What follows belongs to an exercise in optimizing a design on an open flow for small area, a short achievable clock period and few clock cycles per item; a production flow would make more cautious choices. Only simulation tests tie the RTL to the original design; equivalence was not proved. Power and IR drop assume default switching activity.

==> flow/design.v (excerpt) <==
module motion_standby_decider #(
   parameter int TIME_BITS  = 32,
   parameter int ACCEL_BITS = 16
) (
   input  logic                                 clock,
   input  logic                                 reset,
   input  logic                                 csr_wr_en,
   input  logic [msd_pkg::CSR_INDEX_BITS-1:0]   csr_index,
   input  logic [msd_pkg::CSR_DATA_BITS-1:0]    csr_wr_data,
   input  logic                                 req_valid,
   output logic                                 req_stall,
   input  logic [1:0]                           req_kind,
   input  logic [TIME_BITS-1:0]                 req_now_ms,
   input  logic [1:0]                           req_screen_context,
   input  logic [1:0]                           req_flat_class,
   input  logic signed [ACCEL_BITS-1:0]         req_accel_x,
   input  logic signed [ACCEL_BITS-1:0]         req_accel_y,
   input  logic signed [ACCEL_BITS-1:0]         req_accel_z,
   output logic                                 rsp_valid,
   input  logic                                 rsp_stall,
   output logic [1:0]                           rsp_verdict,
   output logic                                 rsp_screen_off,
   output logic                                 rsp_standby_now,
   output logic                                 rsp_wake_allowed
);
   localparam int DRIFT_BITS = ACCEL_BITS + 2;
   function automatic logic time_reached(input logic [TIME_BITS-1:0] now,
  ...
For scale: ~1,700 cells after synthesis, ~370 flip-flops, about 130 I/O pins, ~21,000 sq um of cells after synthesis.
==> flow/config.mk <==
export PLATFORM = sky130hd
export DESIGN_NAME = motion_standby_decider
export DESIGN_NICKNAME = motion_standby_decider
export VERILOG_FILES = /design/flow/design.v
export SDC_FILE = /design/flow/constraint.sdc
export NUM_CORES = 4
export LEC_CHECK = 0
export CAP_MARGIN = 20
export CORE_MARGIN = 2
export CORE_UTILIZATION = 40
export CTS_BUF_LIST = sky130_fd_sc_hd__clkbuf_4
export SLEW_MARGIN = 20
==> flow/constraint.sdc <==
create_clock -name core_clock -period 16.0 [get_ports {clock}]
set_input_delay 3.2000 -clock core_clock [delete_from_list [all_inputs] [get_ports {clock}]]
set_output_delay 3.2000 -clock core_clock [all_outputs]
set_load 0.01 [all_outputs]
standard.sh (not shown) runs the stock make flow with config.mk's settings and CLKGATE_MAP_FILE= SYNTH_SCRIPT=/design/flow/synth_recipe.tcl, a recipe that flattens the netlist after the stock synthesis.
==> flow/flow/run.sh <==
#!/bin/bash
# Standard layout with the port buffers as plain buf_1 cells and timing repair aimed
# at a setup margin (slack to keep in reserve) of 11.5 ns.
set -euo pipefail
export BUFFER_PORTS_ARGS="-buffer_cell sky130_fd_sc_hd__buf_1"
bash standard.sh SETUP_SLACK_MARGIN=11.5 finish > make_finish.log 2>&1
The baseline ran to the end with no violations.
Testbench counts at the start, summed over its fixed seeds: cycles 24,016, items 24,000.
Edit:
- CTS_BUF_LIST: sky130_fd_sc_hd__clkbuf_4 -> not set
What happened: The new run ran to the end with no violations. Wire length decreases by 2.6%. Non-clock buffer count stays the same. Worst setup slack gains 0.16 ns. Synthesized area does not change. Utilization increases by 0.19 points.
Edit:
==> flow/run.sh (new file) <==
#!/bin/bash
# synth_recipe.tcl (not shown) runs the flow's synth.tcl, then flattens the netlist and writes it again
# the make line also repeats each setting of config.mk as NAME=value (left out here)
make -C /OpenROAD-flow-scripts/flow DESIGN_CONFIG=/design/flow/config.mk WORK_HOME=/design/flow/orfs CLKGATE_MAP_FILE= SYNTH_SCRIPT=/design/flow/synth_recipe.tcl finish
removed: flow/flow/run.sh
removed: flow/standard.sh
Wire length goes down by about 7%.
Final area goes down by about 1.2%.
Hold slack improved by 0.0094 ns.
Total power goes down by about 3.4%.
Flip-flop and latch count is unchanged.
Clock power goes down by about 1%.
Worst setup slack got worse by 1.3 ns.
Clock skew hardly moves.
Via count goes down by about 3.5%.
Edit:
==> flow/flow/run.sh (new file) <==
#!/bin/bash
# Standard layout with the port buffers as plain buf_1 cells and timing repair aimed
# at a setup margin (slack to keep in reserve) of 10 ns.
set -euo pipefail
export BUFFER_PORTS_ARGS="-buffer_cell sky130_fd_sc_hd__buf_1"
bash standard.sh SETUP_SLACK_MARGIN=10 finish > make_finish.log 2>&1
==> flow/standard.sh (new file) <==
#!/bin/bash
# synth_recipe.tcl (not shown) runs the flow's synth.tcl, then flattens the netlist and writes it again
# the make line also repeats each setting of config.mk as NAME=value (left out here)
make -C /OpenROAD-flow-scripts/flow DESIGN_CONFIG=/design/flow/config.mk WORK_HOME=/design/flow/orfs CLKGATE_MAP_FILE= SYNTH_SCRIPT=/design/flow/synth_recipe.tcl "${@:-finish}"
removed: flow/run.sh
After rerunning:
- setup slack gains 1.2 ns
- count of clock-buffer cells in the layout does not change
- clock skew is higher by 0.010 ns

## port drivers added, routing unchanged
How much do the figures lean on ideal ports? The routed layouts below were timed once more, with nothing changed but the port constraints.
Step 1 assumes that a clkbuf_16 drives the clock port and a buf_2 every other input.
Step 2 also shifts input and output timing later by t, the mid clock arrival at the registers, as if the neighbouring blocks saw the same clock.
Slacks: ideal / step 1 / step 2; pairs: ideal / step 1.
run	t, ns	setup slack, ns	worst setup path at the end	cell pins on the clock port's net
the first run	0.881	9.688 / 9.688 / 9.688	register to register	1
the second run	0.612	9.850 / 9.850 / 9.850	register to register	1
the third run	0.619	8.571 / 8.571 / 8.571	register to register	1
the fourth run	0.619	9.730 / 9.730 / 9.730	register to register	1
After both steps setup and hold are still met in every run listed.
